What follows belongs to an exercise in optimizing a design on an open flow for small area and a short achievable clock period; a production flow would make more cautious choices.
RTL that was checked went through simulation tests only; none was proved equivalent to the original.
For run 4, only the layout was checked, not whether the RTL still works.
Power and IR drop assume default switching activity.

--- flow/config.mk ---
export PLATFORM = sky130hd
export DESIGN_NAME = rv_ex_top
export DESIGN_NICKNAME = rv_ex_top
export VERILOG_FILES = /design/flow/design.v
export SDC_FILE = /design/flow/constraint.sdc
export NUM_CORES = 4
export LEC_CHECK = 0
export CAP_MARGIN = 20
export CORE_MARGIN = 2
export CORE_UTILIZATION = 50
export PLACE_DENSITY = 0.7
export SETUP_SLACK_MARGIN = 5
export SLEW_MARGIN = 20
--- flow/design.v ---
`timescale 1ns/1ps
package rv_ex_pkg;
    typedef enum logic [3:0] {
        add    = 4'd0,
        sub    = 4'd1,
        sll    = 4'd2,
        slt    = 4'd3,
        sltu   = 4'd4,
        xor_op = 4'd5,
        srl    = 4'd6,
        sra    = 4'd7,
        or_op  = 4'd8,
        and_op = 4'd9
    } alu_op_e;
    typedef enum logic [1:0] {
        src1_rs1  = 2'd0,
        src1_pc   = 2'd1,
        src1_zero = 2'd2
    } src1_sel_e;
    typedef enum logic [2:0] {
        src2_rs2   = 3'd0,
        src2_imm_i = 3'd1,
        src2_imm_u = 3'd2,
        src2_shamt = 3'd3,
        src2_four  = 3'd4,
        src2_imm_s = 3'd5
    } src2_sel_e;
    typedef enum logic [3:0] {
        bru_none = 4'd0,
        jal      = 4'd1,
        jalr     = 4'd2,
        beq      = 4'd3,
        bne      = 4'd4,
        blt      = 4'd5,
        bge      = 4'd6,
        bltu     = 4'd7,
        bgeu     = 4'd8
    } bru_op_e;
    typedef enum logic [2:0] {
        lsu_none = 3'd0,
        lsu_b    = 3'd1,
        lsu_h    = 3'd2,
        lsu_w    = 3'd3,
        lsu_d    = 3'd4
    } lsu_size_e;
    localparam int C_SUM  = 0;     
    localparam int C_LT   = 1;     
    localparam int C_XOR  = 2;
    localparam int C_OR   = 3;
    localparam int C_AND  = 4;
    localparam int C_SHL  = 5;     
    localparam int C_SHR  = 6;     
    localparam int C_JAL  = 7;
    localparam int C_JALR = 8;
    localparam int C_BR   = 9;     
    localparam int C_SZB  = 10;
    localparam int C_SZH  = 11;
    localparam int C_SZW  = 12;
    localparam int C_SZD  = 13;
    localparam int CC_W   = 14;
    localparam int H_SUB   = 0;    
    localparam int H_UNS   = 1;    
    localparam int H_ARITH = 2;    
    localparam int H_WORD  = 3;
    localparam int H_S1RS1 = 4;
    localparam int H_S1PC  = 5;
    localparam int H_S2RS2 = 6;
    localparam int H_S2I   = 7;
    localparam int H_S2U   = 8;
    localparam int H_S2SH  = 9;
    localparam int H_S2F   = 10;
    localparam int H_S2S   = 11;
    localparam int H_SH0   = 12;   
    localparam int CH_W    = 18;
endpackage
`timescale 1ns/1ps
module ex_decode (
    input  logic [32-1:0]         inst_i,
    input  logic [3:0]                  alu_op_i,
    input  logic                        word_op_i,
    input  logic [1:0]                  src1_sel_i,
    input  logic [2:0]                  src2_sel_i,
    input  logic [3:0]                  bru_op_i,
    input  logic [2:0]                  lsu_size_i,
    input  logic [64-1:0]         rs2_data_i,
    output logic [rv_ex_pkg::CC_W-1:0]  ctrl_c_o,
    output logic [rv_ex_pkg::CH_W-1:0]  ctrl_h_o
);
    logic [5:0] shamt;
    always_comb begin
        case (src2_sel_i)
            3'd1, 3'd3: shamt = inst_i[25:20];
            3'd2:       shamt = 6'd0;
            3'd4:       shamt = 6'd4;
            3'd5:       shamt = {inst_i[25], inst_i[11:7]};
            default:    shamt = rs2_data_i[5:0];
        endcase
        if (word_op_i) shamt[5] = 1'b0;
    end
    always_comb begin
        ctrl_c_o = '0;
        ctrl_c_o[rv_ex_pkg::C_SUM]  = (alu_op_i == 4'd0) || (alu_op_i == 4'd1);
        ctrl_c_o[rv_ex_pkg::C_LT]   = (alu_op_i == 4'd3) || (alu_op_i == 4'd4);
        ctrl_c_o[rv_ex_pkg::C_XOR]  = (alu_op_i == 4'd5);
        ctrl_c_o[rv_ex_pkg::C_OR]   = (alu_op_i == 4'd8);
        ctrl_c_o[rv_ex_pkg::C_AND]  = (alu_op_i == 4'd9);
        ctrl_c_o[rv_ex_pkg::C_SHL]  = (alu_op_i == 4'd2);
        ctrl_c_o[rv_ex_pkg::C_SHR]  = (alu_op_i == 4'd6) || (alu_op_i == 4'd7);
        ctrl_c_o[rv_ex_pkg::C_JAL]  = (bru_op_i == 4'd1);
        ctrl_c_o[rv_ex_pkg::C_JALR] = (bru_op_i == 4'd2);
        ctrl_c_o[rv_ex_pkg::C_BR]   = (bru_op_i >= 4'd3) && (bru_op_i <= 4'd8);
        ctrl_c_o[rv_ex_pkg::C_SZB]  = (lsu_size_i == 3'd1);
        ctrl_c_o[rv_ex_pkg::C_SZH]  = (lsu_size_i == 3'd2);
        ctrl_c_o[rv_ex_pkg::C_SZW]  = (lsu_size_i == 3'd3);
        ctrl_c_o[rv_ex_pkg::C_SZD]  = (lsu_size_i == 3'd4);
    end
    always_comb begin
        ctrl_h_o = '0;
        ctrl_h_o[rv_ex_pkg::H_SUB]   = (alu_op_i == 4'd1) || (alu_op_i == 4'd3) || (alu_op_i == 4'd4);
        ctrl_h_o[rv_ex_pkg::H_UNS]   = (alu_op_i == 4'd4);
        ctrl_h_o[rv_ex_pkg::H_ARITH] = (alu_op_i == 4'd7);
        ctrl_h_o[rv_ex_pkg::H_WORD]  = word_op_i;
        ctrl_h_o[rv_ex_pkg::H_S1RS1] = (src1_sel_i == 2'd0);
        ctrl_h_o[rv_ex_pkg::H_S1PC]  = (src1_sel_i == 2'd1);
        ctrl_h_o[rv_ex_pkg::H_S2RS2] = (src2_sel_i == 3'd0);
        ctrl_h_o[rv_ex_pkg::H_S2I]   = (src2_sel_i == 3'd1);
        ctrl_h_o[rv_ex_pkg::H_S2U]   = (src2_sel_i == 3'd2);
        ctrl_h_o[rv_ex_pkg::H_S2SH]  = (src2_sel_i == 3'd3);
        ctrl_h_o[rv_ex_pkg::H_S2F]   = (src2_sel_i == 3'd4);
        ctrl_h_o[rv_ex_pkg::H_S2S]   = (src2_sel_i == 3'd5);
        ctrl_h_o[rv_ex_pkg::H_SH0 +: 6] = shamt;
    end
endmodule
module ex_stage_reg (
    input  logic                    clk,
    input  logic                    rst,
    input  logic                    stall_i,
    input  logic                    flush_i,
    input  logic [64-1:0]     pc_i,
    input  logic [64-1:0]     result_i,
    input  logic                    word_op_i,
    input  logic                    br_taken_i,
    input  logic [64-1:0]     br_target_i,
    input  logic [64-1:0]     real_npc_i,
    input  logic [64-1:0]     rs2_data_i,
    input  logic [3:0]              size_i,       
    input  logic                    dmem_en_i,
    input  logic                    dmem_we_i,
    input  logic                    rf_we_i,
    input  logic [5-1:0]   rf_waddr_i,
    input  logic                    wb_from_mem_i,
    output logic [64-1:0]     pc_o,
    output logic [64-1:0]     result_o,
    output logic                    word_op_o,
    output logic                    br_taken_o,
    output logic [64-1:0]     br_target_o,
    output logic [64-1:0]     real_npc_o,
    output logic [64-1:0]     rs2_data_o,
    output logic [3:0]              size_o,
    output logic                    dmem_en_o,
    output logic                    dmem_we_o,
    output logic                    rf_we_o,
    output logic [5-1:0]   rf_waddr_o,
    output logic                    wb_from_mem_o
);
    logic clr;
    assign clr = rst | flush_i;
    always_ff @(posedge clk) begin
        if (clr) begin
            pc_o          <= '0;
            result_o      <= '0;
            br_taken_o    <= 1'b0;
            br_target_o   <= '0;
            real_npc_o    <= '0;
            size_o        <= '0;
            dmem_en_o     <= 1'b0;
            dmem_we_o     <= 1'b0;
            rf_we_o       <= 1'b0;
            rf_waddr_o    <= '0;
            wb_from_mem_o <= 1'b0;
        end else if (!stall_i) begin
            pc_o          <= pc_i;
            result_o      <= result_i;
            br_taken_o    <= br_taken_i;
            br_target_o   <= br_target_i;
            real_npc_o    <= real_npc_i;
            size_o        <= size_i;
            dmem_en_o     <= dmem_en_i;
            dmem_we_o     <= dmem_we_i;
            rf_we_o       <= rf_we_i & (rf_waddr_i != '0);    
            rf_waddr_o    <= rf_waddr_i;
            wb_from_mem_o <= wb_from_mem_i;
        end
    end
    always_ff @(posedge clk) begin
        if (!stall_i) begin
            word_op_o  <= word_op_i;
            rs2_data_o <= rs2_data_i;
        end
    end
endmodule
`timescale 1ns/1ps
module ex_operand_gen (
    input  logic [32-1:7]         inst_i,
    input  logic [64-1:0]         pc_i,
    input  logic [64-1:0]         rs1_data_i,
    input  logic [64-1:0]         rs2_data_i,
    input  logic [rv_ex_pkg::CH_W-1:0]  ctrl_h_i,
    output logic [64-1:0]         alu_src1_o,
    output logic [64-1:0]         alu_src2_o
);
    logic [64-1:0] imm_i, imm_s, imm_u, shamt_ext, four;
    assign imm_i     = {{(64-12){inst_i[31]}}, inst_i[31:20]};
    assign imm_s     = {{(64-12){inst_i[31]}}, inst_i[31:25], inst_i[11:7]};
    assign imm_u     = {{(64-32){inst_i[31]}}, inst_i[31:12], 12'b0};
    assign shamt_ext = {{(64-6){1'b0}}, inst_i[20 +: 6]};
    assign four      = 64'(4);
    assign alu_src1_o = ({64{ctrl_h_i[rv_ex_pkg::H_S1RS1]}} & rs1_data_i)
                      | ({64{ctrl_h_i[rv_ex_pkg::H_S1PC]}}  & pc_i);      
    assign alu_src2_o = ({64{ctrl_h_i[rv_ex_pkg::H_S2RS2]}} & rs2_data_i)
                      | ({64{ctrl_h_i[rv_ex_pkg::H_S2I]}}   & imm_i)
                      | ({64{ctrl_h_i[rv_ex_pkg::H_S2U]}}   & imm_u)
                      | ({64{ctrl_h_i[rv_ex_pkg::H_S2SH]}}  & shamt_ext)
                      | ({64{ctrl_h_i[rv_ex_pkg::H_S2F]}}   & four)
                      | ({64{ctrl_h_i[rv_ex_pkg::H_S2S]}}   & imm_s);
endmodule
`timescale 1ns/1ps
module ex_carry_tree #(
    parameter int W = 64
) (
    input  logic [W-1:0] g_i,
    input  logic [W-1:0] p_i,
    input  logic         cin_i,
    output logic [W:0]   c_o
);
    localparam int L = (W > 32) ? 6 : (W > 16) ? 5 : (W > 8) ? 4 : (W > 4) ? 3 : (W > 2) ? 2 : 1;
    logic [W-1:0] gk, pk, gn, pn;
    always_comb begin
        gk    = g_i;
        gk[0] = g_i[0] | (p_i[0] & cin_i);
        pk    = p_i;
        for (int k = 0; k < L; k++) begin
            gn = gk;
            pn = pk;
            for (int i = 0; i < W; i++) begin
                if (((i >> k) % 2) == 1) begin
                    gn[i] = gk[i] | (pk[i] & gk[((i >> k) << k) - 1]);
                    pn[i] = pk[i] & pk[((i >> k) << k) - 1];
                end
            end
            gk = gn;
            pk = pn;
        end
    end
    assign c_o = {gk, cin_i};
endmodule
module ex_alu (
    input  logic [rv_ex_pkg::CC_W-1:0]  ctrl_c_i,
    input  logic [rv_ex_pkg::CH_W-1:0]  ctrl_h_i,
    input  logic [64-1:0]         src1_i,
    input  logic [64-1:0]         src2_i,
    output logic [64-1:0]         result_o
);
    localparam int W = 64;
    logic          sub, word, uns, arith;
    logic [5:0]    shamt;
    logic [W-1:0]  a, bb, p, g, sum;
    logic [W:0]    c;
    logic          lt;
    logic [W-1:0]  a_rev, x, y, y_rev, r;
    logic          fill;
    assign sub   = ctrl_h_i[rv_ex_pkg::H_SUB];
    assign word  = ctrl_h_i[rv_ex_pkg::H_WORD];
    assign uns   = ctrl_h_i[rv_ex_pkg::H_UNS];
    assign arith = ctrl_h_i[rv_ex_pkg::H_ARITH];
    assign shamt = ctrl_h_i[rv_ex_pkg::H_SH0 +: 6];
    assign a     = src1_i;
    assign bb  = src2_i ^ {W{sub}};
    assign p   = a ^ bb;
    assign g   = a & bb;
    ex_carry_tree #(.W(W)) u_carry (.g_i(g), .p_i(p), .cin_i(sub), .c_o(c));
    assign sum = p ^ c[W-1:0];
    always_comb begin
        if (word) lt = uns ? !c[32] : (p[31] ^ c[32]);
        else      lt = uns ? !c[W]  : (p[W-1] ^ c[W]);
    end
    always_comb begin
        for (int i = 0; i < W; i++) a_rev[i] = a[W-1-i];
    end
    always_comb begin
        if (ctrl_c_i[rv_ex_pkg::C_SHL]) x = a_rev;
        else if (word)                  x = {{(W/2){arith & a[W/2-1]}}, a[W/2-1:0]};
        else                            x = a;
    end
    assign fill = arith & x[W-1];
    assign y    = W'($signed({fill, x}) >>> shamt);
    always_comb begin
        for (int i = 0; i < W; i++) y_rev[i] = y[W-1-i];
    end
    assign r = ({W{ctrl_c_i[rv_ex_pkg::C_SUM]}} & sum)
             | ({W{ctrl_c_i[rv_ex_pkg::C_XOR] | ctrl_c_i[rv_ex_pkg::C_OR]}}  & p)
             | ({W{ctrl_c_i[rv_ex_pkg::C_AND] | ctrl_c_i[rv_ex_pkg::C_OR]}}  & g)
             | ({W{ctrl_c_i[rv_ex_pkg::C_SHL]}} & y_rev)
             | ({W{ctrl_c_i[rv_ex_pkg::C_SHR]}} & y)
             | {{(W-1){1'b0}}, ctrl_c_i[rv_ex_pkg::C_LT] & lt};
    assign result_o = r;
endmodule
`timescale 1ns/1ps
module ex_branch_cond (
    input  logic [3:0]              bru_op_i,
    input  logic [64-1:0]     rs1_data_i,
    input  logic [64-1:0]     rs2_data_i,
    output logic                    br_taken_o
);
    localparam int W = 64;
    logic [W-2:0] e, l;
    logic [W-1:0] c;
    logic         eq, lt_s, lt_u, hi_eq;
    assign e = ~(rs1_data_i[W-2:0] ^ rs2_data_i[W-2:0]);
    assign l = ~rs1_data_i[W-2:0] & rs2_data_i[W-2:0];
    ex_carry_tree #(.W(W-1)) u_cmp (.g_i(l), .p_i(e), .cin_i(1'b0), .c_o(c));
    assign hi_eq = !(rs1_data_i[W-1] ^ rs2_data_i[W-1]);
    assign eq    = hi_eq & (&e);
    assign lt_u  = (!rs1_data_i[W-1] & rs2_data_i[W-1]) | (hi_eq & c[W-1]);
    assign lt_s  = (rs1_data_i[W-1] & !rs2_data_i[W-1]) | (hi_eq & c[W-1]);
    always_comb begin
        case (bru_op_i)
            4'd1, 4'd2: br_taken_o = 1'b1;      
            4'd3:       br_taken_o = eq;
            4'd4:       br_taken_o = !eq;
            4'd5:       br_taken_o = lt_s;
            4'd6:       br_taken_o = !lt_s;
            4'd7:       br_taken_o = lt_u;
            4'd8:       br_taken_o = !lt_u;
            default:    br_taken_o = 1'b0;
        endcase
    end
endmodule
module ex_branch_unit (
    input  logic [rv_ex_pkg::CC_W-1:0]  ctrl_c_i,
    input  logic [32-1:7]         inst_i,
    input  logic [64-1:0]         pc_i,
    input  logic [64-1:0]         next_pc_i,
    input  logic [64-1:0]         rs1_data_i,
    input  logic                        br_taken_i,
    output logic [64-1:0]         br_target_o,
    output logic [64-1:0]         real_npc_o
);
    localparam int W  = 64;
    localparam int LO = 21;
    logic          jal, jalr, br, s;
    logic [W-1:0]  base, t;
    logic [LO-1:0] ofs, g, p;
    logic [LO:0]   c;
    logic [W-LO:0] m_inc, m_dec;
    logic [W-1:LO] t_hi;
    assign jal  = ctrl_c_i[rv_ex_pkg::C_JAL];
    assign jalr = ctrl_c_i[rv_ex_pkg::C_JALR];
    assign br   = ctrl_c_i[rv_ex_pkg::C_BR];
    assign s    = inst_i[31];                   
    assign base = jalr ? rs1_data_i : pc_i;
    always_comb begin
        if (jal)       ofs = {inst_i[31], inst_i[19:12], inst_i[20], inst_i[30:21], 1'b0};
        else if (jalr) ofs = {{(LO-12){inst_i[31]}}, inst_i[31:20]};
        else           ofs = {{(LO-13){inst_i[31]}}, inst_i[31], inst_i[7], inst_i[30:25], inst_i[11:8], 1'b0};
    end
    assign g = base[LO-1:0] & ofs;
    assign p = base[LO-1:0] ^ ofs;
    ex_carry_tree #(.W(LO)) u_lo (.g_i(g), .p_i(p), .cin_i(1'b0), .c_o(c));
    assign t[LO-1:0] = p ^ c[LO-1:0];
    ex_carry_tree #(.W(W-LO)) u_inc (
        .g_i('0), .p_i(base[W-1:LO]), .cin_i(1'b1), .c_o(m_inc)
    );
    ex_carry_tree #(.W(W-LO)) u_dec (
        .g_i('0), .p_i(~base[W-1:LO]), .cin_i(1'b1), .c_o(m_dec)
    );
    always_comb begin
        case ({c[LO], s})
            2'b10:   t_hi = base[W-1:LO] ^ m_inc[W-LO-1:0];
            2'b01:   t_hi = base[W-1:LO] ^ m_dec[W-LO-1:0];
            default: t_hi = base[W-1:LO];
        endcase
    end
    assign t[W-1:LO] = t_hi;
    assign br_target_o = {W{jal | jalr | br}} & {t[W-1:1], t[0] & !jalr};
    assign real_npc_o  = br_taken_i ? {t[W-1:1], t[0] & !jalr} : next_pc_i;
endmodule
`timescale 1ns/1ps
module ex_store_format (
    input  logic [3:0]                  size_i,      
    input  logic [2:0]                  ofs_i,
    input  logic [64-1:0]         rs2_data_i,
    output logic [64-1:0]         wdata_o,
    output logic [8-1:0]       sel_o
);
    logic sb, sh, sw, sd;
    assign {sd, sw, sh, sb} = size_i;
    assign wdata_o = ({64{sb}} & {8{rs2_data_i[7:0]}})
                   | ({64{sh}} & {4{rs2_data_i[15:0]}})
                   | ({64{sw}} & {2{rs2_data_i[31:0]}})
                   | ({64{sd}} & rs2_data_i);
    always_comb begin
        for (int i = 0; i < 8; i++) begin
            sel_o[i] = sd
                     | (sw & (ofs_i[2] == i[2]))
                     | (sh & (ofs_i[2:1] == i[2:1]))
                     | (sb & (ofs_i == i[2:0]));
        end
    end
endmodule
`timescale 1ns/1ps
module rv_ex_top (
    input  logic                    clk,
    input  logic                    rst,
    input  logic                    stall_i,
    input  logic                    flush_i,
    input  logic [64-1:0]     pc_i,
    input  logic [64-1:0]     next_pc_i,
    input  logic [32-1:0]     inst_i,
    input  logic [3:0]              alu_op_i,
    input  logic                    word_op_i,
    input  logic [1:0]              src1_sel_i,
    input  logic [2:0]              src2_sel_i,
    input  logic [3:0]              bru_op_i,
    input  logic [2:0]              lsu_size_i,
    input  logic                    dmem_en_i,
    input  logic                    dmem_we_i,
    input  logic                    rf_we_i,
    input  logic [5-1:0]   rf_waddr_i,
    input  logic                    wb_from_mem_i,
    input  logic [64-1:0]     rs1_data_i,
    input  logic [64-1:0]     rs2_data_i,
    output logic [64-1:0]     ex_pc_o,
    output logic [64-1:0]     ex_result_o,
    output logic [64-1:0]     real_npc_o,
    output logic                    br_taken_o,
    output logic [64-1:0]     br_target_o,
    output logic                    dmem_en_o,
    output logic                    dmem_we_o,
    output logic [64-1:0]     dmem_addr_o,
    output logic [64-1:0]     dmem_wdata_o,
    output logic [8-1:0]   dmem_sel_o,
    output logic                    rf_we_o,
    output logic [5-1:0]   rf_waddr_o,
    output logic                    wb_from_mem_o
);
    localparam int W = 64;
    logic [rv_ex_pkg::CC_W-1:0]  ctrl_c;
    logic [rv_ex_pkg::CH_W-1:0]  ctrl_h;
    logic [W-1:0]                alu_src1, alu_src2, alu_result;
    logic                        br_taken;
    logic [W-1:0]                br_target, real_npc;
    logic [W-1:0]                ex_result, ex_rs2_data;
    logic                        ex_word_op;
    logic [3:0]                  ex_size;
    logic [W-1:0]                result;
    ex_decode u_decode (
        .inst_i(inst_i), .alu_op_i(alu_op_i), .word_op_i(word_op_i),
        .src1_sel_i(src1_sel_i), .src2_sel_i(src2_sel_i),
        .bru_op_i(bru_op_i), .lsu_size_i(lsu_size_i), .rs2_data_i(rs2_data_i),
        .ctrl_c_o(ctrl_c), .ctrl_h_o(ctrl_h)
    );
    ex_operand_gen u_operand_gen (
        .inst_i(inst_i[32-1:7]), .pc_i(pc_i),
        .rs1_data_i(rs1_data_i), .rs2_data_i(rs2_data_i),
        .ctrl_h_i(ctrl_h),
        .alu_src1_o(alu_src1), .alu_src2_o(alu_src2)
    );
    ex_alu u_alu (
        .ctrl_c_i(ctrl_c), .ctrl_h_i(ctrl_h),
        .src1_i(alu_src1), .src2_i(alu_src2), .result_o(alu_result)
    );
    ex_branch_cond u_branch_cond (
        .bru_op_i(bru_op_i), .rs1_data_i(rs1_data_i), .rs2_data_i(rs2_data_i),
        .br_taken_o(br_taken)
    );
    ex_branch_unit u_branch_unit (
        .ctrl_c_i(ctrl_c), .inst_i(inst_i[32-1:7]),
        .pc_i(pc_i), .next_pc_i(next_pc_i), .rs1_data_i(rs1_data_i),
        .br_taken_i(br_taken), .br_target_o(br_target), .real_npc_o(real_npc)
    );
    ex_stage_reg u_stage_reg (
        .clk(clk), .rst(rst), .stall_i(stall_i), .flush_i(flush_i),
        .pc_i(pc_i), .result_i(alu_result), .word_op_i(word_op_i),
        .br_taken_i(br_taken), .br_target_i(br_target), .real_npc_i(real_npc),
        .rs2_data_i(rs2_data_i),
        .size_i({ctrl_c[rv_ex_pkg::C_SZD], ctrl_c[rv_ex_pkg::C_SZW],
                 ctrl_c[rv_ex_pkg::C_SZH], ctrl_c[rv_ex_pkg::C_SZB]}),
        .dmem_en_i(dmem_en_i), .dmem_we_i(dmem_we_i),
        .rf_we_i(rf_we_i), .rf_waddr_i(rf_waddr_i), .wb_from_mem_i(wb_from_mem_i),
        .pc_o(ex_pc_o), .result_o(ex_result), .word_op_o(ex_word_op),
        .br_taken_o(br_taken_o), .br_target_o(br_target_o), .real_npc_o(real_npc_o),
        .rs2_data_o(ex_rs2_data), .size_o(ex_size),
        .dmem_en_o(dmem_en_o), .dmem_we_o(dmem_we_o),
        .rf_we_o(rf_we_o), .rf_waddr_o(rf_waddr_o), .wb_from_mem_o(wb_from_mem_o)
    );
    assign result = ex_word_op ? {{(W/2){ex_result[W/2-1]}}, ex_result[W/2-1:0]} : ex_result;
    ex_store_format u_store_format (
        .size_i(ex_size), .ofs_i(result[2:0]), .rs2_data_i(ex_rs2_data),
        .wdata_o(dmem_wdata_o), .sel_o(dmem_sel_o)
    );
    assign ex_result_o = result;
    assign dmem_addr_o = result;
endmodule
--- flow/constraint.sdc ---
create_clock -name core_clock -period 12.0 [get_ports {clk}]
set_input_delay 2.4000 -clock core_clock [delete_from_list [all_inputs] [get_ports {clk}]]
set_output_delay 2.4000 -clock core_clock [all_outputs]
set_load 0.01 [all_outputs]
--- flow/standard.sh ---
#!/bin/bash
# synth_recipe.tcl (not shown) runs the flow's synth.tcl, then flattens the netlist and writes it again
# the make line also repeats each setting of config.mk as NAME=value (left out here)
make -C /OpenROAD-flow-scripts/flow DESIGN_CONFIG=/design/flow/config.mk WORK_HOME=/design/flow/orfs CLKGATE_MAP_FILE= SYNTH_SCRIPT=/design/flow/synth_recipe.tcl "${@:-finish}"
--- flow/flow/ports.tcl ---
# Sourced before global placement: every input port gets a buf_2, every
# output port a buf_1, in place of the single buffer_ports call.
if { [info commands orig_buffer_ports] == "" } {
  rename buffer_ports orig_buffer_ports
  proc buffer_ports { args } {
    orig_buffer_ports -inputs -buffer_cell sky130_fd_sc_hd__buf_2
    orig_buffer_ports -outputs -buffer_cell sky130_fd_sc_hd__buf_1
  }
}
--- flow/flow/run.sh ---
#!/bin/bash
# Layout: the standard flow (standard synthesis, floorplan, power grid,
# placement, CTS, routing) unchanged, except for the cells of the port
# buffers that global placement inserts: buf_2 on every input, buf_1 on
# every output (see ports.tcl).
set -euo pipefail
export PRE_GLOBAL_PLACE_TCL="$(pwd)/flow/ports.tcl"
bash standard.sh > standard_flow.log 2>&1
==> out/results.txt, run 1 <==
post-layout util: 0.586
CTS clk-pin slew, worst paths: 0.06 ns
core area: 63300 um2
Crit Path Max Fanout: 33
combinational power share: 0.415
clock skew: 0 ns
CTS tree: built
Synth area leaders: dfxtp_1 17%, mux2i_1 9.6%, edfxtp_1 6.1%, ha_1 5.8%, o21ai_0 5.2%
Tot Pwr: 4320 uW
initial antenna violation count: 49
Sequential Power Share: 0.288
io pins: 720
predominant post-synthesis flop cell: dfxtp_1
Period Utilization, post-route: 0.589
Die Y: 257 um
Max Slew Vio Count: 0
critical path required time: 12.43 ns
Post-CTS Hold Buffers: 0
EDFF count, synth: 65
first-iteration detailed-routing DRC count: 6953
global-route wire length before repair: 253 mm
register area: 7360 um2
Sw Ratio: 0.426
Sw Pwr: 1840 uW
num rows: 92
Die Area: 66200 um2
Yosys top cell area share: 0.168
Arr. time, crit path: 7.50 ns
Synth Area in Adders: 0.0654
most common cell after layout, fill and taps aside: nor2_1
H-tree levels: 2
Mapped Avg Cell Area: 7.68 um2
share of total power in the clock network: 0.298
f_max: 0.141 GHz
status: timing/DRC/antenna clean
Leakage: 0.0149 uW
GRT Total Usage: 0.525
Setup crit end kind: flop
vias in the first global route: 34500
CP max stage cell: mux2i_1
Startpoint Class: input pin
Slew headroom: 0.140
most frequent cells in the layout: 419 x nor2_1, 402 x buf_1, 327 x o21ai_0
Netlist Area Pre-Place: 32100 um2
setup TNS: 0 ns
power per standard cell area: 116 nW/um2
simple-gate share of the synthesized area: 0.175
Die Width: 257 um
post-synth top area cell: dfxtp_1
Slew @ Worst Pin: 1.29 ns
Post-Syn Instances: 4177
clock sink count: 335
share of the yosys chip area belonging to registers: 0.229
largest family of logic cells by synthesized area: compound AO/OA/AOI/OAI gates
Async SR Flop Fraction: 0
max-cap viol count: 0
Final #Nets: 5089
WL per Instance: 33.6 um
post-synth cell types: 102
DPL Wire Length: 144 mm
area of the multi-input gates: 22600 um2
Initial Util: 0.507
DRC: 0
Hold WC Path Type: reg2reg
Synth Area in Compound Gates: 0.294
RSZ-0062 raised after global routing: yes
clk root buf: clkbuf_16
Int Pwr: 2480 uW
CTS Buffer Depth: 3
area grow syn2layout: 15.7%
Total Wirelength: 185 mm
crit path kind: in2reg
critical-path cell list: clkbuf_8 > buf_12 > mux2i_1 > o21ai_0 > o21ai_1 > mux2i_1 > a22oi_1 > a31oi_1 > a22oi_1 > o22ai_1 > a221oi_1 > a211oi_1
worst-skew pair later-pin latency: 0.59 ns
largest net degree at the start of global routing: 92
Vias/cell: 7.10
grt ovf: 0
Fin. Hold Viols: 0
TritonRoute pass-1 iters: 9
layout cells sized above 1: 0.146
Synth Warn #: 10
mux contribution to synthesized area: 0.107
Antenna Nets Post-Route: 0
CP peak stage delay: 0.81 ns
register bit total from synthesis: 335
RD Place Congestion: 1.09
worst vdd ir: 0.139 mV
total CTS buffers: 38
# fillers: 5962
Syn Nets: 4656
port bufs: 712
Synth Area in XOR/XNOR: 0.0418
final setup fails: 0
crit path time final: 7.07 ns
vias post-DR: 39200
## cells in the mapped netlist, drive strengths merged, types with 52 or more instances
cell / n
a211oi: 73
edfxtp: 65
dfxtp: 270
a31oi: 52
clkbuf: 215
inv: 156
nor2: 435
ha: 150
mux2i: 310
nand2: 259
a221oi: 95
o22ai: 64
buf: 219
o21ai: 359
nor3: 128
nand4: 54
xnor2: 114
a21oi: 322
a22oi: 87
nand3: 108
## cell type report
cell class	count	area share
multi-input combinational	3255	0.610
sequential	335	0.198
timing repair buffer	823	0.109
tap	846	0.0285
clock buffer	46	0.0281
inverter	157	0.0163
clock inverter	24	0.00772
antenna	35	0.00236
## layer usage
metal	vias to the layer above	wire length (um)	GRT usage
met5	-	319	0
met4	40	15300	0.337
met3	782	29300	0.209
met2	3455	74600	0.750
met1	18400	65800	0.653
li1	16500	-	-
## critical path: cells and delay by family
family | cells | cell delay (ns)
mux | 2 | 1.22
compound gates | 8 | 3.16
buf+inv | 2 | 0.70
## power groups by stage
stage / combinational (uW) / sequential, uW / clock (uW)
after detailed placement: 1630 / 1260 / 0
final: 1790 / 1240 / 1290
after CTS: 1660 / 1240 / 1280
after floorplan: 1010 / 1260 / 0
after global routing: 1830 / 1250 / 1320
after global placement: 1630 / 1260 / 0
## kinds of logic after synthesis
kind of cell / after synthesis
compound gates: 1416
simple gates: 1188
buf+inv: 591
flops: 335
mux: 333
fa+ha+maj: 161
xor+xnor: 153
## flip-flops by register name, summed over array words and instances, names as in the netlist
| name | flops |
|---|---|
| u_stage_reg.br_target_o | 64 |
| u_stage_reg.pc_o | 64 |
| u_stage_reg.real_npc_o | 64 |
| u_stage_reg.result_o | 64 |
| u_stage_reg.rs2_data_o | 64 |
| u_stage_reg.rf_waddr_o | 5 |
| u_stage_reg.size_o | 4 |
| u_stage_reg.br_taken_o | 1 |
| u_stage_reg.dmem_en_o | 1 |
| u_stage_reg.dmem_we_o | 1 |
| u_stage_reg.rf_we_o | 1 |
| u_stage_reg.wb_from_mem_o | 1 |
| u_stage_reg.word_op_o | 1 |
## metrics by stage
| stage | hold WS, ns | std cells | instance area, um2 | setup WS (ns) |
|---|---|---|---|---|
| 2_1_floorplan | 0.439 | 4177 | 32400 | 4.33 |
| 3_3_place_gp | 0.449 | 5369 | 34800 | 3.27 |
| 3_5_place_dp | 0.453 | 5370 | 34900 | 3.21 |
| 4_1_cts | 0.461 | 5459 | 36500 | 4.91 |
| 5_1_grt | 0.492 | 5500 | 37100 | 4.93 |
| 6_report | 0.465 | 5521 | 37100 | 4.93 |
## final timing paths
path	startpoint	endpoint	slack [ns]	depth (start not counted)
max reg2reg	u_stage_reg.result_o[1]	u_stage_reg.result_o[1]	10.47	3
min	u_stage_reg.rf_we_o	u_stage_reg.rf_we_o	0.46	2
min reg2reg	u_stage_reg.rf_we_o	u_stage_reg.rf_we_o	0.46	2
max	src1_sel_i[0]	u_stage_reg.result_o[55]	4.93	12
## repair_timing
action	in CTS	in global routing
setup buffers	17	22
pin swaps	7	24
resized for setup	38	66
setup endpoints to repair	115	95
gates cloned	2	4
==> run 2: changes to the inputs <==
--- a/flow/design.v
+++ b/flow/design.v
@@ -169,9 +169,6 @@
         if (clr) begin
             pc_o          <= '0;
-            result_o      <= '0;
             br_taken_o    <= 1'b0;
-            br_target_o   <= '0;
             real_npc_o    <= '0;
-            size_o        <= '0;
             dmem_en_o     <= 1'b0;
             dmem_we_o     <= 1'b0;
@@ -181,9 +178,6 @@
         end else if (!stall_i) begin
             pc_o          <= pc_i;
-            result_o      <= result_i;
             br_taken_o    <= br_taken_i;
-            br_target_o   <= br_target_i;
             real_npc_o    <= real_npc_i;
-            size_o        <= size_i;
             dmem_en_o     <= dmem_en_i;
             dmem_we_o     <= dmem_we_i;
@@ -194,4 +188,11 @@
     end
     always_ff @(posedge clk) begin
+        if (clr || !stall_i) begin
+            result_o    <= result_i;
+            br_target_o <= br_target_i;
+            size_o      <= size_i;
+        end
+    end
+    always_ff @(posedge clk) begin
         if (!stall_i) begin
             word_op_o  <= word_op_i;
@@ -455,10 +456,12 @@
     logic [3:0]                  ex_size;
     logic [W-1:0]                result;
+    logic [rv_ex_pkg::CC_W-1:0]  ctrl_c_dec;
     ex_decode u_decode (
         .inst_i(inst_i), .alu_op_i(alu_op_i), .word_op_i(word_op_i),
         .src1_sel_i(src1_sel_i), .src2_sel_i(src2_sel_i),
         .bru_op_i(bru_op_i), .lsu_size_i(lsu_size_i), .rs2_data_i(rs2_data_i),
-        .ctrl_c_o(ctrl_c), .ctrl_h_o(ctrl_h)
+        .ctrl_c_o(ctrl_c_dec), .ctrl_h_o(ctrl_h)
     );
+    assign ctrl_c = ctrl_c_dec & {rv_ex_pkg::CC_W{!(rst | flush_i)}};
     ex_operand_gen u_operand_gen (
         .inst_i(inst_i[32-1:7]), .pc_i(pc_i),
==> run 2 against run 1 <==
Clock power shrank 7%. Setup slack lost 0.16 ns. Combinational power shrank 4%. Maximum frequency shrank 2.3%. Flip-flop and latch count is the same. Die area shrank 0.85%. Global-route usage shrank 0.20 points. Sequential power grew 8%. First-iteration DRC count shrank 8.2%. Critical endpoint is now u_stage_reg.result_o[7]. Core utilization grew 0.34 points. Power shrank 1.4%. Register-to-register slack gained 0.74 ns.
==> out/results.txt, run 2 <==
status: timing/DRC/antenna clean
largest net degree at the start of global routing: 97 (+5.4%)
clock sink count: 335 (unchanged)
most common cell in the synthesized netlist: nor2_1
Crit Path Max Fanout: 37 (+12%)
Synth area leaders: edfxtp_1 19%, mux2i_1 10%, dfxtp_1 8.7%, ha_1 5.9%, nor2_1 5.3%
vias in the first global route: 33700 (-2.2%)
Tot Pwr: 4260 uW (-1.4%)
EDFF count, synth: 197 (+200%)
first-iteration detailed-routing DRC count: 6381 (-8.2%)
Post-Syn Instances: 3934 (-5.8%)
Max Slew Vio Count: 0 (unchanged)
Die Y: 256 um (-0.43%)
f_max: 0.138 GHz (-2.3%)
area grow syn2layout: 16.7%
Vias/cell: 7.06 (-0.57%)
RD Place Congestion: 1.13 (+3.8%)
grt ovf: 0 (unchanged)
Sw Ratio: 0.416 (-0.00996)
worst setup path start: alu_op_i[3]
CP peak stage delay: 0.88 ns (+0.07 ns)
setup TNS: 0 ns (unchanged)
layout cells sized above 1: 0.158 (+0.0118)
crit path kind: in2reg
port bufs: 712 (unchanged)
worst vdd ir: 0.125 mV (-11%)
Slew headroom: 0.126 (-0.0142)
Reg2Reg Setup Slack: 11.21 ns (+0.74 ns)
Leakage: 0.0154 uW (+3.2%)
Startpoint Class: input pin
core area: 63000 um2 (-0.55%)
RSZ-0062 raised after global routing: yes
Sw Pwr: 1770 uW (-3.8%)
Final #Nets: 4888 (-3.9%)
Mapped Avg Cell Area: 8.09 um2 (+5.3%)
predominant post-synthesis flop cell: edfxtp_1
io pins: 720 (unchanged)
non-filler cells, final: 5322 (-3.6%)
power per standard cell area: 115 nW/um2 (-1.5%)
H-tree levels: 2 (unchanged)
worst-skew pair later-pin latency: 0.59 ns (about the same)
Arr. time, crit path: 7.60 ns (+0.10 ns)
critical-path cell list: buf_2 > or4b_1 > buf_4 > nor2_4 > buf_4 > nor3_1 > o22ai_1 > mux2i_1 > mux2_2 > a21oi_1 > mux2i_1 > o221ai_1
register bit total from synthesis: 335 (unchanged)
Async SR Flop Fraction: 0 (unchanged)
CP max stage cell: or4b_1
vias post-DR: 37600 (-4.2%)
post-synth cell types: 93 (-8.8%)
Antenna Nets Post-Route: 0 (unchanged)
DRC: 0 (unchanged)
num rows: 92 (unchanged)
cell area after placement: 34900 um2 (+0.11%)
post-layout util: 0.590 (+0.00337)
Crit. path cell count: 12 (unchanged)
CTS Buffer Depth: 3 (unchanged)
Finished Cell Area: 37100 um2 (about the same)
Top delay family on crit path: compound AO/OA/AOI/OAI gates
Int Pwr: 2490 uW (+0.26%)
WL per Instance: 34.1 um (+1.6%)
Setup crit end kind: flop
share of total power in the clock network: 0.282 (-0.016)
clock skew: 0 ns (unchanged)
worst r2r src: u_stage_reg.real_npc_o[11]
Slew @ Worst Pin: 1.30 ns (+0.00754 ns)
Synth Warn #: 10 (unchanged)
Post-CTS Hold Buffers: 0 (unchanged)
max-cap viol count: 0 (unchanged)
combinational power share: 0.402 (-0.013)
clk root buf: clkbuf_16
Yosys top cell area share: 0.186 (+0.0175)
DPL Wire Length: 141 mm (-1.9%)
CTS tree: built
Post-synth top cells: 447 x nor2_1, 319 x mux2i_1, 283 x nand2_1
Fin. Hold Viols: 0 (unchanged)
CTS clk-pin slew, worst paths: 0.06 ns (about the same)
most frequent cells in the layout: 430 x nor2_1, 402 x buf_1, 314 x mux2i_1
Initial Util: 0.505 (-0.00161)
Crit Reg-Reg Endpoint: u_stage_reg.real_npc_o[11]
Period Utilization, post-route: 0.603 (+0.0137)
Hold WC Path Type: reg2reg
Placed Instances: 5164 (-3.8%)
final setup fails: 0 (unchanged)
GRT Total Usage: 0.523 (-0.00199)
critical path required time: 12.36 ns (-0.07 ns)
global-route wire length before repair: 249 mm (-1.6%)
Total Wirelength: 181 mm (-2.0%)
Die Area: 65600 um2 (-0.85%)
total CTS buffers: 38 (unchanged)
TritonRoute pass-1 iters: 10 (+1)
initial antenna violation count: 54 (+10%)
worst reg2reg path depth: 2 (-1)
min-delay src: u_stage_reg.rf_we_o
Netlist Area Pre-Place: 31800 um2 (-0.86%)
CP Capture Point: u_stage_reg.result_o[7]
post-synth top area cell: edfxtp_1
Die Width: 256 um (-0.43%)
share of the yosys chip area belonging to registers: 0.273 (+0.0435)
crit path time final: 7.24 ns (+0.165 ns)
most common cell after layout, fill and taps aside: nor2_1
Worst Path Buf+Inv: 3 (+1)
Syn Nets: 4413 (-5.2%)
Sequential Power Share: 0.315 (+0.027)
==> run 2: cell count changes after synthesis, moves of 42 or more <==
| cell | before | now |
|---|---|---|
| dfxtp_1 | 270 | 138 |
| a21oi_1 | 322 | 246 |
| o21ai_0 | 335 | 235 |
| o22ai_1 | 59 | 109 |
| a22oi_1 | 87 | 45 |
| nor3_1 | 124 | 61 |
| edfxtp_1 | 65 | 197 |
==> run 2: cell families after synthesis <==
kind of cell    share of synthesized area
compound gates                      0.249
mux                                 0.115
buf+inv                            0.0784
flops                               0.273
xor+xnor                           0.0416
simple gates                        0.178
fa+ha+maj                          0.0659
==> run 2: tightest hold or removal path: cells and delay by family (launching register included) <==
kind | cells | cell delay (ns)
compound gates | 1 | 0.06
simple gates | 1 | 0.06
flops | 1 | 0.31
==> run 2: routing by layer <==
| metal | global-route usage | part of all wire | wire length (um) |
|---|---|---|---|
| met1 | 0.635 | 0.36 | 64900 |
| met2 | 0.747 | 0.40 | 72900 |
| met3 | 0.251 | 0.17 | 30100 |
| met4 | 0.310 | 0.073 | 13300 |
| met5 | 0 | 0.0013 | 243 |
==> run 2: power groups by stage <==
stage	clock, uW	sequential [uW]	combinational (uW)
floorplan	0	1370	945
global placement	0	1360	1550
detailed placement	0	1360	1560
CTS	1200	1340	1580
global route	1240	1350	1750
finish	1200	1340	1710
==> run 2: worst min-delay path by stage <==
stage                                      to  cells after the start
after CTS                 u_stage_reg.rf_we_o                      2
after detailed placement  u_stage_reg.rf_we_o                      2
after global placement    u_stage_reg.rf_we_o                      2
after floorplan           u_stage_reg.rf_we_o                      2
after global routing      u_stage_reg.rf_we_o                      2
final                     u_stage_reg.rf_we_o                      2
==> run 2: repair_timing <==
item	4_1_cts	5_1_grt
buffers inserted	12	33
endpoints found under the setup margin	125	78
endpoints found under the hold margin	0	0
gates cloned	1	4
gates resized for setup	42	65
pin swaps	12	29
==> run 2: final cells by class <==
type | instances | area, um2
Antenna cell | 37 | 92.6
Clock buffer | 50 | 1040
Multi-Input combinational cell | 3050 | 21400
Timing Repair Buffer | 830 | 4070
Timing Repair inverter | 1 | 8.76
Fill cell | 5918 | 25800
Clock inverter | 20 | 218
Sequential cell | 335 | 8680
Tap cell | 846 | 1060
Inverter | 153 | 592
==> run 2: stage by stage <==
step                hold slack [ns]  worst slack (ns)
finish                        0.473              4.76
floorplan                     0.486              4.40
global placement              0.450              2.39
global route                  0.519              4.76
CTS                           0.475              5.00
detailed placement            0.460              2.25
==> run 3: changes to the inputs <==
--- a/flow/config.mk
+++ b/flow/config.mk
@@ -8,6 +8,6 @@
 export CAP_MARGIN = 20
 export CORE_MARGIN = 2
-export CORE_UTILIZATION = 50
-export PLACE_DENSITY = 0.7
+export CORE_UTILIZATION = 40
+export PLACE_DENSITY = 0.6
 export SETUP_SLACK_MARGIN = 5
 export SLEW_MARGIN = 20
==> run 3 against run 2 <==
Still clean on timing, DRC and antenna. Flip-flop and latch count is the same. Critical path depth grew 1. Synthesized cell count is the same. Clock skew is the same. Wire length grew 6.0%. First-iteration DRC count shrank 17%. Non-clock buffer count grew 24. Combinational power grew 2%. Setup slack gained 0.097 ns. Synthesized area is the same. Count of clock-buffer cells in the layout grew 3. Critical endpoint is now u_stage_reg.result_o[63].
==> out/results.txt, run 3 <==
Post-synth top cells: 447 x nor2_1, 319 x mux2i_1, 283 x nand2_1
Synth Area in Compound Gates: 0.249 (unchanged)
sink of the worst hold path: u_stage_reg.rf_we_o
Fin. Hold Viols: 0 (unchanged)
hold path depth: 2 (unchanged)
worst r2r src: u_stage_reg.real_npc_o[6]
worst-skew pair later-pin latency: 0.58 ns (about the same)
io pins: 720 (unchanged)
final setup fails: 0 (unchanged)
simple-gate share of the synthesized area: 0.178 (unchanged)
CTS clk-pin slew, worst paths: 0.06 ns (about the same)
EDFF count, synth: 197 (unchanged)
Leakage: 0.0156 uW (+1.3%)
crit path time final: 7.14 ns (-0.0967 ns)
DPL Wire Length: 150 mm (+6.4%)
layout cells sized above 1: 0.164 (+0.00606)
Slew @ Worst Pin: 1.34 ns (+0.0394 ns)
num rows: 103 (+12%)
Tot Pwr: 4270 uW (+0.29%)
most common cell in the synthesized netlist: nor2_1
worst reg2reg path depth: 2 (unchanged)
Synth Area in XOR/XNOR: 0.0416 (unchanged)
grt ovf: 0 (unchanged)
initial antenna violation count: 37 (-31%)
area grow syn2layout: 18.7%
Slew headroom: 0.109 (-0.0171)
RD Place Congestion: 1.05 (-7.0%)
Yosys top cell area share: 0.186 (unchanged)
Crit Reg-Reg Endpoint: u_stage_reg.real_npc_o[6]
Vias/cell: 6.60 (-6.5%)
Reg2Reg Setup Slack: 11.25 ns (+0.04 ns)
WL per Instance: 34.7 um (+1.8%)
f_max: 0.140 GHz (+1.4%)
mux contribution to synthesized area: 0.115 (unchanged)
most frequent cells in the layout: 426 x nor2_1, 402 x buf_1, 315 x mux2i_1
worst vdd ir: 0.115 mV (-7.9%)
register bit total from synthesis: 335 (unchanged)
Netlist Area Pre-Place: 31800 um2 (unchanged)
Die Y: 286 um (+12%)
status: timing/DRC/antenna clean
DRC: 0 (unchanged)
clk root buf: clkbuf_16
Async SR Flop Fraction: 0 (unchanged)
first-iteration detailed-routing DRC count: 5276 (-17%)
H-tree levels: 2 (unchanged)
global-route wire length before repair: 260 mm (+4.3%)
Die Width: 286 um (+12%)
most common cell after layout, fill and taps aside: nor2_1
critical path required time: 12.31 ns (-0.05 ns)
min-delay src: u_stage_reg.rf_we_o
Max Slew Vio Count: 0 (unchanged)
Die Area: 81800 um2 (+25%)
area of the multi-input gates: 21500 um2 (+0.68%)
vias post-DR: 36600 (-2.7%)
Syn Nets: 4413 (unchanged)
Mapped Avg Cell Area: 8.09 um2 (unchanged)
Total Wirelength: 192 mm (+6.0%)
Initial Util: 0.403 (-0.102)
largest net degree at the start of global routing: 109 (+12%)
vias in the first global route: 32800 (-2.8%)
total CTS buffers: 39 (+2.6%)
max-cap viol count: 0 (unchanged)
post-synth top area cell: edfxtp_1
TritonRoute pass-1 iters: 8 (-2)
Period Utilization, post-route: 0.595 (-0.00806)
share of the yosys chip area belonging to registers: 0.273 (unchanged)
power per standard cell area: 113 nW/um2 (-1.4%)
setup TNS: 0 ns (unchanged)
post-synth cell types: 93 (unchanged)
Synth area leaders: edfxtp_1 19%, mux2i_1 10%, dfxtp_1 8.7%, ha_1 5.9%, nor2_1 5.3%
predominant post-synthesis flop cell: edfxtp_1
Synth Area in Adders: 0.0659 (unchanged)
largest family of logic cells by synthesized area: compound AO/OA/AOI/OAI gates
Synth Warn #: 10 (unchanged)
port bufs: 712 (unchanged)
CTS tree: built
Hold WC Path Type: reg2reg
Crit Path Max Fanout: 35 (-5.4%)
core area: 78900 um2 (+25%)
Antenna Nets Post-Route: 0 (unchanged)
clock skew: 0 ns (unchanged)
clock sink count: 335 (unchanged)
Post-Syn Instances: 3934 (unchanged)
crit path kind: in2reg
Final #Nets: 4914 (+0.53%)
GRT Total Usage: 0.447 (-0.0762)
Setup crit end kind: flop
Arr. time, crit path: 7.45 ns (-0.15 ns)
register area: 8680 um2 (unchanged)
RSZ-0062 raised after global routing: yes
CTS Buffer Depth: 3 (unchanged)
Post-CTS Hold Buffers: 0 (unchanged)
# fillers: 7998 (+35%)
Startpoint Class: input pin
==> run 3: layer usage <==
metal | GRT usage | vias to the layer above | share of wire
li1 | - | 15700 | -
met1 | 0.574 | 17900 | 0.39
met2 | 0.658 | 2506 | 0.42
met4 | 0.212 | 28 | 0.054
met5 | 0 | - | 0.0016
met3 | 0.168 | 453 | 0.13
==> run 3: repair_timing <==
| action | 4_1_cts | 5_1_grt |
|---|---|---|
| setup buffers | 20 | 33 |
| endpoints found under the setup margin | 108 | 70 |
| cloned | 4 | 6 |
| gates resized for setup | 50 | 106 |
| endpoints found under the hold margin | 0 | 0 |
| pin swaps | 18 | 35 |
==> run 3: worst max-delay path, stage by stage <==
cell and delay [ns]:
buf_2 0.24, or4b_1 0.57, buf_4 0.28, nor2_4 0.46
buf_4 0.53, mux2i_1 0.49, nand3_1 0.13, o211ai_1 0.32
nand2_1 0.10, a31oi_1 0.90, o21ai_0 0.19, a2111oi_0 0.54
nand3_1 0.25
==> run 3: metrics by stage <==
stage | util | instances | instance area (um2) | worst slack [ns] | hold WS [ns]
2_1_floorplan | - | 3934 | 32200 | 4.40 | 0.486
3_3_place_gp | 0.447 | 5380 | 35200 | 2.29 | 0.453
3_5_place_dp | 0.447 | 5380 | 35200 | 2.30 | 0.452
4_1_cts | 0.468 | 5474 | 36900 | 5.01 | 0.461
5_1_grt | 0.478 | 5524 | 37700 | 4.96 | 0.500
6_report | 0.479 | 5538 | 37700 | 4.86 | 0.463
==> run 3: layout make-up <==
class,instances,area share
Clock inverter,17,0.00467
Antenna cell,24,0.00159
Timing Repair inverter,1,0.000298
Tap cell,1050,0.0348
Inverter,153,0.0160
Clock buffer,53,0.0275
Timing Repair Buffer,854,0.115
Multi-Input combinational cell,3051,0.570
Sequential cell,335,0.230
==> run 3: cell families after synthesis <==
logic type / count (synthesis)
DFF: 335
buffers and inverters: 552
and+or+nand+nor: 1202
muxes: 353
adders and majority gates: 161
AOI/OAI and AO/OA: 1180
xor gates and xnor gates: 151
==> run 3: where the power goes <==
part | total (uW) | internal (uW) | switching (uW)
logic | 1750 | 538 | 1210
registers | 1340 | 1300 | 40.9
clock network | 1180 | 656 | 523
total | 4270 | 2490 | 1780
==> run 3: worst max path at each step <==
stage | startpoint | slack, ns | to
finish | alu_op_i[3] | 4.86 | u_stage_reg.result_o[63]
global route | bru_op_i[3] | 4.96 | u_stage_reg.br_target_o[62]
CTS | flush_i | 5.01 | u_stage_reg.real_npc_o[55]
detailed placement | rst | 2.30 | u_stage_reg.real_npc_o[47]
global placement | rst | 2.29 | u_stage_reg.real_npc_o[47]
floorplan | rst | 4.40 | u_stage_reg.real_npc_o[51]
==> run 4: changes to the inputs <==
--- a/flow/design.v
+++ b/flow/design.v
@@ -142,5 +142,5 @@
     input  logic                    br_taken_i,
     input  logic [64-1:0]     br_target_i,
-    input  logic [64-1:0]     real_npc_i,
+    input  logic [64-1:0]     next_pc_i,
     input  logic [64-1:0]     rs2_data_i,
     input  logic [3:0]              size_i,       
@@ -155,5 +155,5 @@
     output logic                    br_taken_o,
     output logic [64-1:0]     br_target_o,
-    output logic [64-1:0]     real_npc_o,
+    output logic [64-1:0]     next_pc_o,
     output logic [64-1:0]     rs2_data_o,
     output logic [3:0]              size_o,
@@ -169,6 +169,9 @@
         if (clr) begin
             pc_o          <= '0;
+            result_o      <= '0;
             br_taken_o    <= 1'b0;
-            real_npc_o    <= '0;
+            br_target_o   <= '0;
+            next_pc_o     <= '0;
+            size_o        <= '0;
             dmem_en_o     <= 1'b0;
             dmem_we_o     <= 1'b0;
@@ -178,6 +181,9 @@
         end else if (!stall_i) begin
             pc_o          <= pc_i;
+            result_o      <= result_i;
             br_taken_o    <= br_taken_i;
-            real_npc_o    <= real_npc_i;
+            br_target_o   <= br_target_i;
+            next_pc_o     <= next_pc_i;
+            size_o        <= size_i;
             dmem_en_o     <= dmem_en_i;
             dmem_we_o     <= dmem_we_i;
@@ -188,11 +194,4 @@
     end
     always_ff @(posedge clk) begin
-        if (clr || !stall_i) begin
-            result_o    <= result_i;
-            br_target_o <= br_target_i;
-            size_o      <= size_i;
-        end
-    end
-    always_ff @(posedge clk) begin
         if (!stall_i) begin
             word_op_o  <= word_op_i;
@@ -342,9 +341,6 @@
     input  logic [32-1:7]         inst_i,
     input  logic [64-1:0]         pc_i,
-    input  logic [64-1:0]         next_pc_i,
     input  logic [64-1:0]         rs1_data_i,
-    input  logic                        br_taken_i,
-    output logic [64-1:0]         br_target_o,
-    output logic [64-1:0]         real_npc_o
+    output logic [64-1:0]         br_target_o
 );
     localparam int W  = 64;
@@ -385,5 +381,4 @@
     assign t[W-1:LO] = t_hi;
     assign br_target_o = {W{jal | jalr | br}} & {t[W-1:1], t[0] & !jalr};
-    assign real_npc_o  = br_taken_i ? {t[W-1:1], t[0] & !jalr} : next_pc_i;
 endmodule
 `timescale 1ns/1ps
@@ -451,17 +446,15 @@
     logic [W-1:0]                alu_src1, alu_src2, alu_result;
     logic                        br_taken;
-    logic [W-1:0]                br_target, real_npc;
+    logic [W-1:0]                br_target, ex_next_pc;
     logic [W-1:0]                ex_result, ex_rs2_data;
     logic                        ex_word_op;
     logic [3:0]                  ex_size;
     logic [W-1:0]                result;
-    logic [rv_ex_pkg::CC_W-1:0]  ctrl_c_dec;
     ex_decode u_decode (
         .inst_i(inst_i), .alu_op_i(alu_op_i), .word_op_i(word_op_i),
         .src1_sel_i(src1_sel_i), .src2_sel_i(src2_sel_i),
         .bru_op_i(bru_op_i), .lsu_size_i(lsu_size_i), .rs2_data_i(rs2_data_i),
-        .ctrl_c_o(ctrl_c_dec), .ctrl_h_o(ctrl_h)
+        .ctrl_c_o(ctrl_c), .ctrl_h_o(ctrl_h)
     );
-    assign ctrl_c = ctrl_c_dec & {rv_ex_pkg::CC_W{!(rst | flush_i)}};
     ex_operand_gen u_operand_gen (
         .inst_i(inst_i[32-1:7]), .pc_i(pc_i),
@@ -480,11 +473,10 @@
     ex_branch_unit u_branch_unit (
         .ctrl_c_i(ctrl_c), .inst_i(inst_i[32-1:7]),
-        .pc_i(pc_i), .next_pc_i(next_pc_i), .rs1_data_i(rs1_data_i),
-        .br_taken_i(br_taken), .br_target_o(br_target), .real_npc_o(real_npc)
+        .pc_i(pc_i), .rs1_data_i(rs1_data_i), .br_target_o(br_target)
     );
     ex_stage_reg u_stage_reg (
         .clk(clk), .rst(rst), .stall_i(stall_i), .flush_i(flush_i),
         .pc_i(pc_i), .result_i(alu_result), .word_op_i(word_op_i),
-        .br_taken_i(br_taken), .br_target_i(br_target), .real_npc_i(real_npc),
+        .br_taken_i(br_taken), .br_target_i(br_target), .next_pc_i(next_pc_i),
         .rs2_data_i(rs2_data_i),
         .size_i({ctrl_c[rv_ex_pkg::C_SZD], ctrl_c[rv_ex_pkg::C_SZW],
@@ -493,5 +485,5 @@
         .rf_we_i(rf_we_i), .rf_waddr_i(rf_waddr_i), .wb_from_mem_i(wb_from_mem_i),
         .pc_o(ex_pc_o), .result_o(ex_result), .word_op_o(ex_word_op),
-        .br_taken_o(br_taken_o), .br_target_o(br_target_o), .real_npc_o(real_npc_o),
+        .br_taken_o(br_taken_o), .br_target_o(br_target_o), .next_pc_o(ex_next_pc),
         .rs2_data_o(ex_rs2_data), .size_o(ex_size),
         .dmem_en_o(dmem_en_o), .dmem_we_o(dmem_we_o),
@@ -503,4 +495,5 @@
         .wdata_o(dmem_wdata_o), .sel_o(dmem_sel_o)
     );
+    assign real_npc_o = br_taken_o ? br_target_o : ex_next_pc;
     assign ex_result_o = result;
     assign dmem_addr_o = result;
==> flow/flow/run.sh (replaced) <==
#!/bin/bash
set -euo pipefail
export BUFFER_PORTS_ARGS="-buffer_cell sky130_fd_sc_hd__buf_2"
export SETUP_SLACK_MARGIN=6.5
bash standard.sh > standard_flow.log 2>&1
--- a/flow/config.mk
+++ b/flow/config.mk
@@ -10,4 +10,3 @@
 export CORE_UTILIZATION = 40
 export PLACE_DENSITY = 0.6
-export SETUP_SLACK_MARGIN = 5
 export SLEW_MARGIN = 20
removed: flow/flow/ports.tcl
==> run 4 against run 3 <==
Clock skew unchanged. Design area increased by 9.2%. Power grew 5.2%. Largest power group unchanged. Synthesized cell count decreased by 0.74%. Critical path type unchanged. Non-clock buffer count increased by 139. Synthesized area is 3.0% lower. Clock power rose by 11%. Maximum frequency is 9.3% higher.
==> out/results.txt, run 4 <==
status: timing/DRC/antenna clean
max-cap viol count: 0 (unchanged)
Antenna Nets Post-Route: 0 (unchanged)
TritonRoute pass-1 iters: 8 (unchanged)
DPL Wire Length: 138 mm (-8.0%)
DRC: 0 (unchanged)
worst vdd ir: 0.0977 mV (-15%)
Max Slew Vio Count: 0 (unchanged)
share of the yosys chip area belonging to registers: 0.239 (-0.0343)
area grow syn2layout: 33.7%
Syn Nets: 4384 (-0.66%)
vias in the first global route: 33300 (+1.6%)
crit path time final: 6.53 ns (-0.605 ns)
Crit Reg-Reg Endpoint: u_stage_reg.result_o[2]
Vias/cell: 6.47 (-2.0%)
Synth area leaders: dfxtp_1 18%, mux2i_1 11%, edfxtp_1 6.3%, ha_1 6.1%, nor2_1 5.3%
Reg2Reg Setup Slack: 10.52 ns (-0.73 ns)
hold path depth: 2 (unchanged)
Synth Warn #: 10 (unchanged)
Arr. time, crit path: 7.03 ns (-0.42 ns)
Final WS setup: 5.47 ns (+0.605 ns)
clock sink count: 335 (unchanged)
final setup fails: 0 (unchanged)
Initial Util: 0.405 (+0.00212)
GRT Total Usage: 0.431 (-0.0154)
setup TNS: 0 ns (unchanged)
f_max: 0.153 GHz (+9.3%)
num rows: 101 (-1.9%)
sink of the worst hold path: u_stage_reg.rf_we_o
clk root buf: clkbuf_16
clock skew: 0 ns (unchanged)
CTS tree: built
post-synth top area cell: dfxtp_1
largest net degree at the start of global routing: 156 (+43%)
Netlist Area Pre-Place: 30800 um2 (-3.0%)
power per standard cell area: 109 nW/um2 (-3.7%)
Async SR Flop Fraction: 0 (unchanged)
critical path required time: 12.49 ns (+0.18 ns)
Die Y: 282 um (-1.5%)
core area: 76100 um2 (-3.5%)
Fin. Hold Viols: 0 (unchanged)
vias post-DR: 36400 (-0.40%)
most common cell in the synthesized netlist: nor2_1
Total Wirelength: 181 mm (-5.9%)
worst-skew pair later-pin latency: 0.60 ns (+0.02 ns)
total CTS buffers: 40 (+2.6%)
worst reg2reg path depth: 3 (+1)
Hold WC Path Type: reg2reg
cell area after placement: 34800 um2 (-1.2%)
Slew @ Worst Pin: 1.19 ns (-0.144 ns)
predominant post-synthesis flop cell: dfxtp_1
Finished Cell Area: 41200 um2 (+9.2%)
worst setup path start: bru_op_i[2]
Period Utilization, post-route: 0.544 (-0.0505)
first-iteration detailed-routing DRC count: 5063 (-4.0%)
Leakage: 0.0183 uW (+17%)
crit path kind: in2reg
# fillers: 7438 (-7.0%)
most frequent cells in the layout: 698 x buf_2, 409 x nor2_1, 301 x mux2i_1
H-tree levels: 2 (unchanged)
pre-CTS setup slack: 3.82 ns (+1.52 ns)
CTS clk-pin slew, worst paths: 0.06 ns (about the same)
Slew headroom: 0.182 (+0.0733)
RD Place Congestion: 1.07 (+2.1%)
CTS Buffer Depth: 3 (unchanged)
WL per Instance: 32.2 um (-7.4%)
post-layout util: 0.542 (+0.0633)
Die Width: 282 um (-1.5%)
Final #Nets: 5031 (+2.4%)
Startpoint Class: input pin
post-synth cell types: 104 (+12%)
register bit total from synthesis: 335 (unchanged)
layout cells sized above 1: 0.347 (+0.183)
Post-synth top cells: 436 x nor2_1, 330 x mux2i_1, 272 x o21ai_0
Yosys top cell area share: 0.175 (-0.0107)
port bufs: 712 (unchanged)
io pins: 720 (unchanged)
CP peak stage delay: 0.63 ns (-0.27 ns)
EDFF count, synth: 65 (-67%)
Mapped Avg Cell Area: 7.90 um2 (-2.3%)
RSZ-0062 raised after global routing: yes
most used cell, CP: buf_12
initial antenna violation count: 27 (-27%)
most common cell after layout, fill and taps aside: buf_2
global-route wire length before repair: 246 mm (-5.3%)
Post-Syn Instances: 3905 (-0.74%)
Crit Path Max Fanout: 7 (-80%)
min-delay src: u_stage_reg.rf_we_o
CP max stage cell: or4b_4
Setup crit end kind: flop
grt ovf: 0 (unchanged)
Die Area: 79300 um2 (-3.0%)
worst r2r src: u_stage_reg.result_o[2]
run 4: power breakdown:
group / total [uW] / switching (uW) / internal (uW)
Sequential: 1240 / 42.7 / 1200
Combinational: 1940 / 1250 / 692
Clock: 1310 / 559 / 755
run 4: cell type report:
cell class,instances,area (um2),share of cell area
Inverter,156,601,0.0146
Clock inverter,19,240,0.00583
Timing Repair Buffer,993,6620,0.161
Clock buffer,55,1170,0.0283
Multi-Input combinational cell,3026,23900,0.580
Sequential cell,335,7360,0.179
Tap cell,1030,1290,0.0313
Antenna cell,12,30.0,0.000728
run 4: timing repair:
item,in CTS,in global routing
endpoints found under the hold margin,0,0
pin swaps,131,108
hold buffers,0,0
endpoints found under the setup margin,110,106
gates resized for setup,382,168
buffers inserted,137,68
cloned,16,1
run 4: per-stage QoR:
step	cells	hold slack [ns]	power, uW
floorplan	3905	0.439	2190
global placement	5318	0.447	2790
detailed placement	5318	0.453	2780
CTS	5545	0.460	4310
global route	5616	0.481	4600
finish	5626	0.458	4490
run 4: layer usage:
| layer | up-vias | track usage | part of all wire |
|---|---|---|---|
| met5 | - | 0 | 0.00070 |
| li1 | 15800 | - | - |
| met4 | 20 | 0.208 | 0.057 |
| met1 | 17700 | 0.554 | 0.39 |
| met2 | 2437 | 0.641 | 0.43 |
| met3 | 535 | 0.153 | 0.13 |
run 4: cells by family after synthesis:
group / Yosys count / synth area share
multiplexers: 412 / 0.137
AO/OA/AOI/OAI: 1257 / 0.273
buffers and inverters: 549 / 0.0833
adder cells (fa/ha/maj): 161 / 0.0680
XOR/XNOR: 152 / 0.0432
flip-flops: 335 / 0.239
AND/OR/NAND/NOR: 1039 / 0.156
run 4: worst max-delay path by stage:
| stage | depth (start not counted) | endpoint |
|---|---|---|
| finish | 30 | u_stage_reg.br_target_o[48] |
| global route | 26 | u_stage_reg.br_target_o[48] |
| CTS | 29 | u_stage_reg.br_target_o[63] |
| detailed placement | 25 | u_stage_reg.br_target_o[63] |
| global placement | 25 | u_stage_reg.br_target_o[63] |
| floorplan | 31 | u_stage_reg.br_target_o[63] |
run 4: critical path, delay by kind of cell:
| kind | cells | cell delay (ns) |
|---|---|---|
| AND/OR/NAND/NOR | 8 | 1.29 |
| buffers and inverters | 8 | 0.91 |
| multiplexers | 1 | 0.30 |
| XOR/XNOR | 1 | 0.17 |
| adder cells (fa/ha/maj) | 3 | 0.59 |
| AO/OA/AOI/OAI | 9 | 1.35 |

==> afterwards: timing with drivers on the ports <==
No port has a modelled driver above. Below, the same layouts with a new extraction and two added sets of constraints.
Step 1 assumes that a clkbuf_16 drives the clock port and a buf_2 every other input.
Step 2 moves the port delays by t, midway between the first and last clock arrival at a register: inputs arrive t later, outputs are due t later. That takes back most of the time a late clock gives input paths.
Three values: ideal, step 1, step 2; two values: the first two.
run	shift t [ns]	setup WS [ns]	worst setup path after step 2	pins driven straight from the clock port
run 1	0.657	4.929 / 4.939 / 4.282	input to register	1
run 2	0.668	4.765 / 4.692 / 4.024	input to register	1
run 3	0.659	4.862 / 4.855 / 4.196	input to register	1
run 4	0.667	5.467 / 5.439 / 4.771	input to register	1
After both steps setup and hold are still met in every run listed. For run 2, which loses most, drivers alone change the setup slack by -0.073 ns; drivers and shift together by -0.741 ns.
